Source: an optimization exercise on an open RTL-to-GDS flow (aim: small area, a short achievable clock period and few clock cycles). Production flows keep margins and buffers that such runs may drop.
Where RTL was checked, it was by simulation tests only, not by an equivalence proof against the original.
No activity file was given, so power comes from the tool's default toggle rates.

Setup of v38:
// routing_table_reader
module routing_table_reader
#(
    parameter int ADDR_W      = 16,
    parameter int HOST_IDX_W  = 6,
    parameter int SWITCH_ID_W = 4
) (
    input  logic                    clk,
    input  logic                    rst_n,
    output logic [ADDR_W-1:0]       mem_addr,
    input  logic [WORD_W-1:0]       mem_data,
    input  logic                    load_req,
    output logic                    load_ack,
    output logic                    tables_valid,
    output logic                    parse_error,
    input  logic                    host_req,
    input  logic [HOST_IDX_W-1:0]   host_index,
    output logic                    host_ack,
    output logic                    host_found,
    output logic [HOST_ENTRY_W-1:0] host_entry,
    input  logic                    path_req,
    input  logic [SWITCH_ID_W-1:0]  src_switch,
    input  logic [SWITCH_ID_W-1:0]  dst_switch,
    output logic                    path_ack,
    output logic [PATH_ENTRY_W-1:0] path_entry
);
    localparam int HW = ADDR_W - 3;
    localparam logic [3:0] S_IDLE = 4'd0,
                           S_PA   = 4'd1,
                           S_RD   = 4'd2,
                           S_ACK  = 4'd3,
                           S_L1   = 4'd4,
                           S_L2   = 4'd5,
                           S_L3   = 4'd6,
                           S_L4   = 4'd7,
                           S_L5   = 4'd8,
                           S_L6   = 4'd9,
                           S_L7   = 4'd10;
    logic [3:0]    state;
    logic          sel_host;
    logic [2:0]    ph;
    logic [HW-1:0] ahi;
    logic          a0;
    logic [3:0]    s_nx;        
    logic          b_one0, b_two0, b_neg0, b_one1, b_two1, b_s3;
    logic          hc_big;      
    logic [5:0]    hc_lo;       
    logic [HW-1:0] pbase;       
    logic [HW-1:0] kmul;        
    logic          slot0;
    logic [31:0]   slot1, slot2, slot3, slot4;
    logic          found;
    logic [7:0]    host_base;
    logic [HW-1:0] row_off;
    logic [HW-1:0] mac;
    logic [HW-1:0] m_pp0, m_q1, m_pp1, m_pp2, m_s1, m_c1, m_s2, m_c2;
    assign found     = hc_big || (host_index < hc_lo);
    assign host_base = 8'd2 + 8'(host_index) * 8'd3;
    assign row_off   = pbase + HW'(dst_switch) * HW'(3);
    assign m_pp0 = (({HW{b_one0}} & kmul) | ({HW{b_two0}} & (kmul << 1))) ^ {HW{b_neg0}};
  ...
For scale: roughly 200 flip-flops, about 11000 µm² of cells after synthesis.
Settings: LEC_CHECK=0, CAP_MARGIN=20, CORE_MARGIN=2, CORE_UTILIZATION=30, CTS_BUF_LIST=sky130_fd_sc_hd__clkbuf_8 sky130_fd_sc_hd__clkbuf_16, SETUP_SLACK_MARGIN=4.25, SLEW_MARGIN=20; clock period 8.0 ns.
standard.sh (not shown) runs the stock make flow with config.mk's settings and CLKGATE_MAP_FILE= SYNTH_SCRIPT=/design/flow/synth_recipe.tcl, a recipe that flattens the netlist after the stock synthesis.
==> flow/flow/run.sh <==
#!/bin/bash
# Standard synthesis, then the standard layout with plain buffers on the ports.
set -euo pipefail
bash standard.sh synth > synth.log 2>&1
export BUFFER_PORTS_ARGS="-buffer_cell sky130_fd_sc_hd__buf_1"
bash standard.sh finish > layout.log 2>&1
In summary, v38 completed successfully, with a layout that passed the timing, DRC and antenna checks.
### v38 -> v10
Settings: CTS_BUF_LIST removed (was sky130_fd_sc_hd__clkbuf_8 sky130_fd_sc_hd__clkbuf_16); TNS_END_PERCENT newly set to 10.
Findings:
| final-layout clock buffer total | v10 vs v38 | 2 higher |. Diff v38 -> v10 | setup slack at placement | increase of 0.088 ns. In the flow results for v10 and v38, the cell area is smaller on v10. ~same count of placed standard cells including taps in v10 and v38. Sort v10 and v38 by data arrival time at the worst-slack endpoint, ascending, and v10 comes first. Slowest stage cell on the critical path = sky130_fd_sc_hd__fa_1: v38; slowest stage cell on the critical path = sky130_fd_sc_hd__buf_1: v10. The total power of v10 was superior to that of v38. A timing startpoint of the critical path of kmul[2] is what v38 shows, while mem_data[6] belongs to v10. Between v10 and v38, the difference in power share of the clock group is negligible. Clock network power, v10 and v38: larger value in v38.
Function was not checked in any run of this note: the RTL went through the layout flow alone.


routing_table_reader, a different RTL version from the one above (not shown whole).
Size in the first run: roughly 190 flip-flops, ~360 I/O pins, roughly 12000 um2 of cells after synthesis.
clock: 8.0 ns
lec_check: 0
cap_margin: 20
core_margin: 2
core_utilization: 40
slew_margin: 20
Scripts as last shown in full above: flow/flow/run.sh
The first run finished with timing, DRC and antenna clean.
Testbench counts at the start, summed over its fixed seeds: cycles 7,409.
Rerun with:
==> flow/run.sh (new file) <==
#!/bin/bash
# synth_recipe.tcl (not shown) runs the flow's synth.tcl, then flattens the netlist and writes it again
# the make line also repeats each setting of config.mk as NAME=value (left out here)
make -C /OpenROAD-flow-scripts/flow DESIGN_CONFIG=/design/flow/config.mk WORK_HOME=/design/flow/orfs CLKGATE_MAP_FILE= SYNTH_SCRIPT=/design/flow/synth_recipe.tcl finish
removed: flow/flow/run.sh
removed: flow/standard.sh
The changed run passed the timing, DRC and antenna checks. Wire length rose by 7.0%. Clock skew is about the same. Design area came out higher by 17%.


The RTL this note starts from:
==> flow/design.v <==
package routing_pkg;
    localparam int WORD_W     = 32;
    localparam int WORD_BYTES = WORD_W / 8;
    localparam int HEADER_WORDS = 4;
    localparam int ENTRY_WORDS  = 6;
    localparam int HEADER_BYTES = HEADER_WORDS * WORD_BYTES;
    localparam int ENTRY_BYTES  = ENTRY_WORDS * WORD_BYTES;
    localparam logic [WORD_W-1:0] HOST_MAGIC   = 32'h484F5354;
    localparam logic [WORD_W-1:0] SWITCH_MAGIC = 32'h53574348;
    localparam int HOST_ENTRY_W = 144;
    localparam int PATH_ENTRY_W = 145;
endpackage
`timescale 1ns/100ps
import routing_pkg::*;
module routing_table_reader
#(
    parameter int ADDR_W      = 16,
    parameter int HOST_IDX_W  = 6,
    parameter int SWITCH_ID_W = 4
) (
    input  logic                    clk,
    input  logic                    rst_n,
    output logic [ADDR_W-1:0]       mem_addr,
    input  logic [WORD_W-1:0]       mem_data,
    input  logic                    load_req,
    output logic                    load_ack,
    output logic                    tables_valid,
    output logic                    parse_error,
    input  logic                    host_req,
    input  logic [HOST_IDX_W-1:0]   host_index,
    output logic                    host_ack,
    output logic                    host_found,
    output logic [HOST_ENTRY_W-1:0] host_entry,
    input  logic                    path_req,
    input  logic [SWITCH_ID_W-1:0]  src_switch,
    input  logic [SWITCH_ID_W-1:0]  dst_switch,
    output logic                    path_ack,
    output logic [PATH_ENTRY_W-1:0] path_entry
);
    localparam int HW = ADDR_W - 3;
    localparam logic [3:0] S_IDLE = 4'd0,
                           S_PA   = 4'd1,
                           S_RD   = 4'd2,
                           S_ACK  = 4'd3,
                           S_L1   = 4'd4,
                           S_L2   = 4'd5,
                           S_L3   = 4'd6,
                           S_L4   = 4'd7,
                           S_L5   = 4'd8,
                           S_L6   = 4'd9,
                           S_L7   = 4'd10,
                           S_L8   = 4'd11;
    logic [3:0]    state;
    logic          sel_host;
    logic [2:0]    ph;
    logic [HW-1:0] ahi;
    logic          a0;
    logic [3:0]    s_nx;        
    logic          b_one0, b_two0, b_neg0, b_one1, b_two1, b_s3;
    logic          hc_big;      
    logic [5:0]    hc_lo;       
    logic [HW-1:0] pbase;       
    logic [HW-1:0] kmul;        
    logic          slot0;
    logic [31:0]   slot1, slot2, slot3, slot4;
    logic          found;
    logic [7:0]    host_base;
    logic [HW-1:0] row_off;
    logic [HW-1:0] mac;
    logic          ahi_mac;
    logic [HW-1:0] ahi_oth;
    logic [HW-1:0] m_pp0, m_q1, m_pp1, m_pp2, m_s1, m_c1, m_s2, m_c2;
    assign found     = hc_big || (host_index < hc_lo);
    assign host_base = 8'd2 + 8'(host_index) * 8'd3;
    assign row_off   = pbase + HW'(dst_switch) * HW'(3);
    assign m_pp0 = (({HW{b_one0}} & kmul) | ({HW{b_two0}} & (kmul << 1))) ^ {HW{b_neg0}};
    assign m_q1  = (({HW{b_one1}} & kmul) | ({HW{b_two1}} & (kmul << 1))) ^ {HW{b_s3}};
    assign m_pp1 = {m_q1[HW-3:0], b_neg0, !b_neg0};
    assign m_pp2 = ({HW{b_s3}} & (kmul << 4)) | {{(HW-3){1'b0}}, b_s3, 2'b00};
    assign m_s1  = ahi ^ m_pp0 ^ m_pp1;
    assign m_c1  = ((ahi & m_pp0) | (ahi & m_pp1) | (m_pp0 & m_pp1)) << 1;
    assign m_s2  = m_s1 ^ m_c1 ^ m_pp2;
    assign m_c2  = ((m_s1 & m_c1) | (m_s1 & m_pp2) | (m_c1 & m_pp2)) << 1;
    assign mac   = m_s2 + m_c2;
    assign mem_addr = {ahi, a0, 2'b00};
    always_comb begin
        case (state)
            S_IDLE:       s_nx = src_switch;
            S_L2, S_L6:   s_nx = 4'd3;
            default:      s_nx = 4'd0;
        endcase
    end
    always_ff @(posedge clk) begin
        b_one0 <= s_nx[0];
        b_two0 <= s_nx[1] && !s_nx[0];
        b_neg0 <= s_nx[1];
        b_one1 <= s_nx[2] ^ s_nx[1];
        b_two1 <= (s_nx[2] == s_nx[1]) && (s_nx[3] != s_nx[2]);
        b_s3   <= s_nx[3];
    end
    always_comb begin
        ahi_mac = 1'b0;
        ahi_oth = ahi;
        case (state)
            S_IDLE: begin
                if (load_req)      ahi_oth = '0;
                else if (host_req) ahi_oth = HW'(host_base);
                else if (path_req) ahi_oth = row_off;
            end
            S_PA, S_L3, S_L4, S_L7: ahi_mac = 1'b1;
            S_RD:   ahi_mac = (ph != 3'd5) && a0;
            S_ACK:  if (!(load_ack && load_req) && !(host_ack && host_req)
                        && !(path_ack && path_req)) ahi_oth = '0;
            S_L2:   ahi_oth = HW'(1);
            S_L6:   ahi_oth = HW'(2);
            S_L8:   ahi_oth = '0;
            default: ;
        endcase
    end
    always_ff @(posedge clk or negedge rst_n) begin
        if (!rst_n) ahi <= '0;
        else        ahi <= ahi_mac ? mac : ahi_oth;
    end
    always_ff @(posedge clk or negedge rst_n) begin
        if (!rst_n) begin
            state        <= S_IDLE;
            a0           <= 1'b0;
            load_ack     <= 1'b0;
            tables_valid <= 1'b0;
            parse_error  <= 1'b0;
            host_ack     <= 1'b0;
            path_ack     <= 1'b0;
        end else begin
            case (state)
                S_IDLE: begin
                    if (load_req) begin
                        a0    <= 1'b1;
                        state <= S_L1;
                    end else if (host_req) begin
                        sel_host   <= 1'b1;
                        host_found <= found;
                        if (found) begin
                            ph    <= 3'd1;
                            state <= S_RD;
                        end else begin
                            host_ack <= 1'b1;
                            state    <= S_ACK;
                        end
                    end else if (path_req) begin
                        sel_host <= 1'b0;
                        state    <= S_PA;
                    end
                end
                S_PA: begin
                    ph    <= 3'd0;
                    state <= S_RD;
                end
                S_RD: begin
                    if (ph == 3'd5) begin
                        host_ack <= sel_host;
                        path_ack <= !sel_host;
                        state    <= S_ACK;
                    end else begin
                        ph       <= ph + 1'b1;
                        a0       <= !a0;
                    end
                end
                S_ACK: begin
                    if (!(load_ack && load_req) && !(host_ack && host_req)
                        && !(path_ack && path_req)) begin
                        load_ack <= 1'b0;
                        host_ack <= 1'b0;
                        path_ack <= 1'b0;
                        a0       <= 1'b0;
                        state    <= S_IDLE;
                    end
                end
                S_L1: begin
                    if (mem_data != HOST_MAGIC) begin
                        tables_valid <= 1'b0;
                        parse_error  <= 1'b1;
                        load_ack     <= 1'b1;
                        state        <= S_ACK;
                    end else begin
                        state <= S_L2;
                    end
                end
                S_L2: begin
                    state <= S_L3;
                end
                S_L3: begin
                    a0    <= 1'b0;
                    state <= S_L4;
                end
                S_L4: begin
                    state <= S_L5;
                end
                S_L5: begin
                    tables_valid <= (mem_data == SWITCH_MAGIC);
                    parse_error  <= (mem_data != SWITCH_MAGIC);
                    load_ack     <= 1'b1;
                    state        <= S_L6;
                end
                S_L6: begin
                    if (!load_req) load_ack <= 1'b0;
                    state <= S_L7;
                end
                S_L7: begin
                    if (!load_req) load_ack <= 1'b0;
                    state <= S_L8;
                end
                S_L8: begin
                    if (!load_req) load_ack <= 1'b0;
                    state <= (load_ack && load_req) ? S_ACK : S_IDLE;
                end
                default: state <= S_IDLE;
            endcase
        end
    end
    always_ff @(posedge clk) begin
        if (state == S_L2) begin
            hc_big <= |mem_data[31:6];
            hc_lo  <= mem_data[5:0];
        end
        if (state == S_L5) begin
            pbase <= ahi;
        end
        if (state == S_L2 || state == S_L6) begin
            kmul <= mem_data[HW-1:0];
        end else if (state == S_L8) begin
            kmul <= ahi;
        end
        if (state == S_RD) begin
            if (ph == 3'd1) slot0 <= mem_data[0];
            if (ph == 3'd2) slot1 <= mem_data;
            if (ph == 3'd3) slot2 <= mem_data;
            if (ph == 3'd4) slot3 <= mem_data;
            if (ph == 3'd5) slot4 <= mem_data;
        end
    end
    assign host_entry = {slot1, slot2, slot3[15:0], slot3[31:16],
                         slot4[7:0], slot4[15:8], slot4[23:16], slot4[31:24],
                         mem_data[7:0], mem_data[15:8]};
    assign path_entry = {slot0, slot1[15:0], slot1[31:16], slot2, slot3[15:0], slot3[31:16],
                         slot4[7:0], slot4[15:8], slot4[23:16], slot4[31:24],
                         mem_data[7:0], mem_data[15:8]};
endmodule
Settings: LEC_CHECK=0, CAP_MARGIN=20, CORE_MARGIN=2, CORE_UTILIZATION=30, SETUP_SLACK_MARGIN=4.25, SLEW_MARGIN=20; clock period 8.0 ns.
==> flow/flow/run.sh <==
#!/bin/bash
# Standard synthesis, then the standard layout with plain buffers on the ports.
set -euo pipefail
bash standard.sh synth > synth.log 2>&1
export BUFFER_PORTS_ARGS="-buffer_cell sky130_fd_sc_hd__buf_1"
bash standard.sh finish > layout.log 2>&1
The starting point completed with no timing, DRC or antenna violations.
Rerun with:
--- a/flow/config.mk
+++ b/flow/config.mk
@@ -9,4 +9,6 @@
 export CORE_MARGIN = 2
 export CORE_UTILIZATION = 30
+export CTS_BUF_LIST = sky130_fd_sc_hd__clkbuf_8
+export CTS_CLUSTER_SIZE = 10
 export SETUP_SLACK_MARGIN = 4.25
 export SLEW_MARGIN = 20
What happened:
- The new run finished with timing, DRC and antenna clean
- synthesized cell count is unchanged
- area after synthesis is unchanged
- register-to-register slack degrades by 0.03 ns
- total power went down by 4.2%
No run of this note included a check of the RTL's function; only the layout flow was run.

-- separate check: timing with driven ports --
Ports are ideal in the flow. The routed layouts listed here were re-timed in OpenROAD.
Step 1 sets driving cells, clkbuf_16 on the clock port and buf_2 on the other inputs (assumed; they add their load-dependent delay and slew).
Step 2 times the ports against the registers' clock, not the clock port: input delays grow and output delays shrink by t, the midpoint of the rising clock arrivals with the driver on.
a / b / c = no drivers / after step 1 / after step 2; a / b = the first two.
| run | t (ns) | slack for setup (ns) | worst setup path after step 2 |
|---|---|---|---|
| v38 | 0.492 | 4.272 / 4.267 / 3.824 | input to register |
| v10 | 0.496 | 4.025 / 4.000 / 3.770 | input to register |
| the first run of note 2 | 0.487 | 2.032 / 2.038 / 1.551 | input to register |
| the second run of note 2 | 0.488 | 1.713 / 1.732 / 1.244 | input to register |
| the first run of note 3 | 0.498 | 4.289 / 4.266 / 4.005 | input to register |
| the second run of note 3 | 0.553 | 4.312 / 4.289 / 4.010 | input to register |
After both steps every run listed still meets setup and hold. The setup slack of the first run of note 2, which loses most, moves by +0.006 ns with the drivers and by -0.481 ns with both steps.
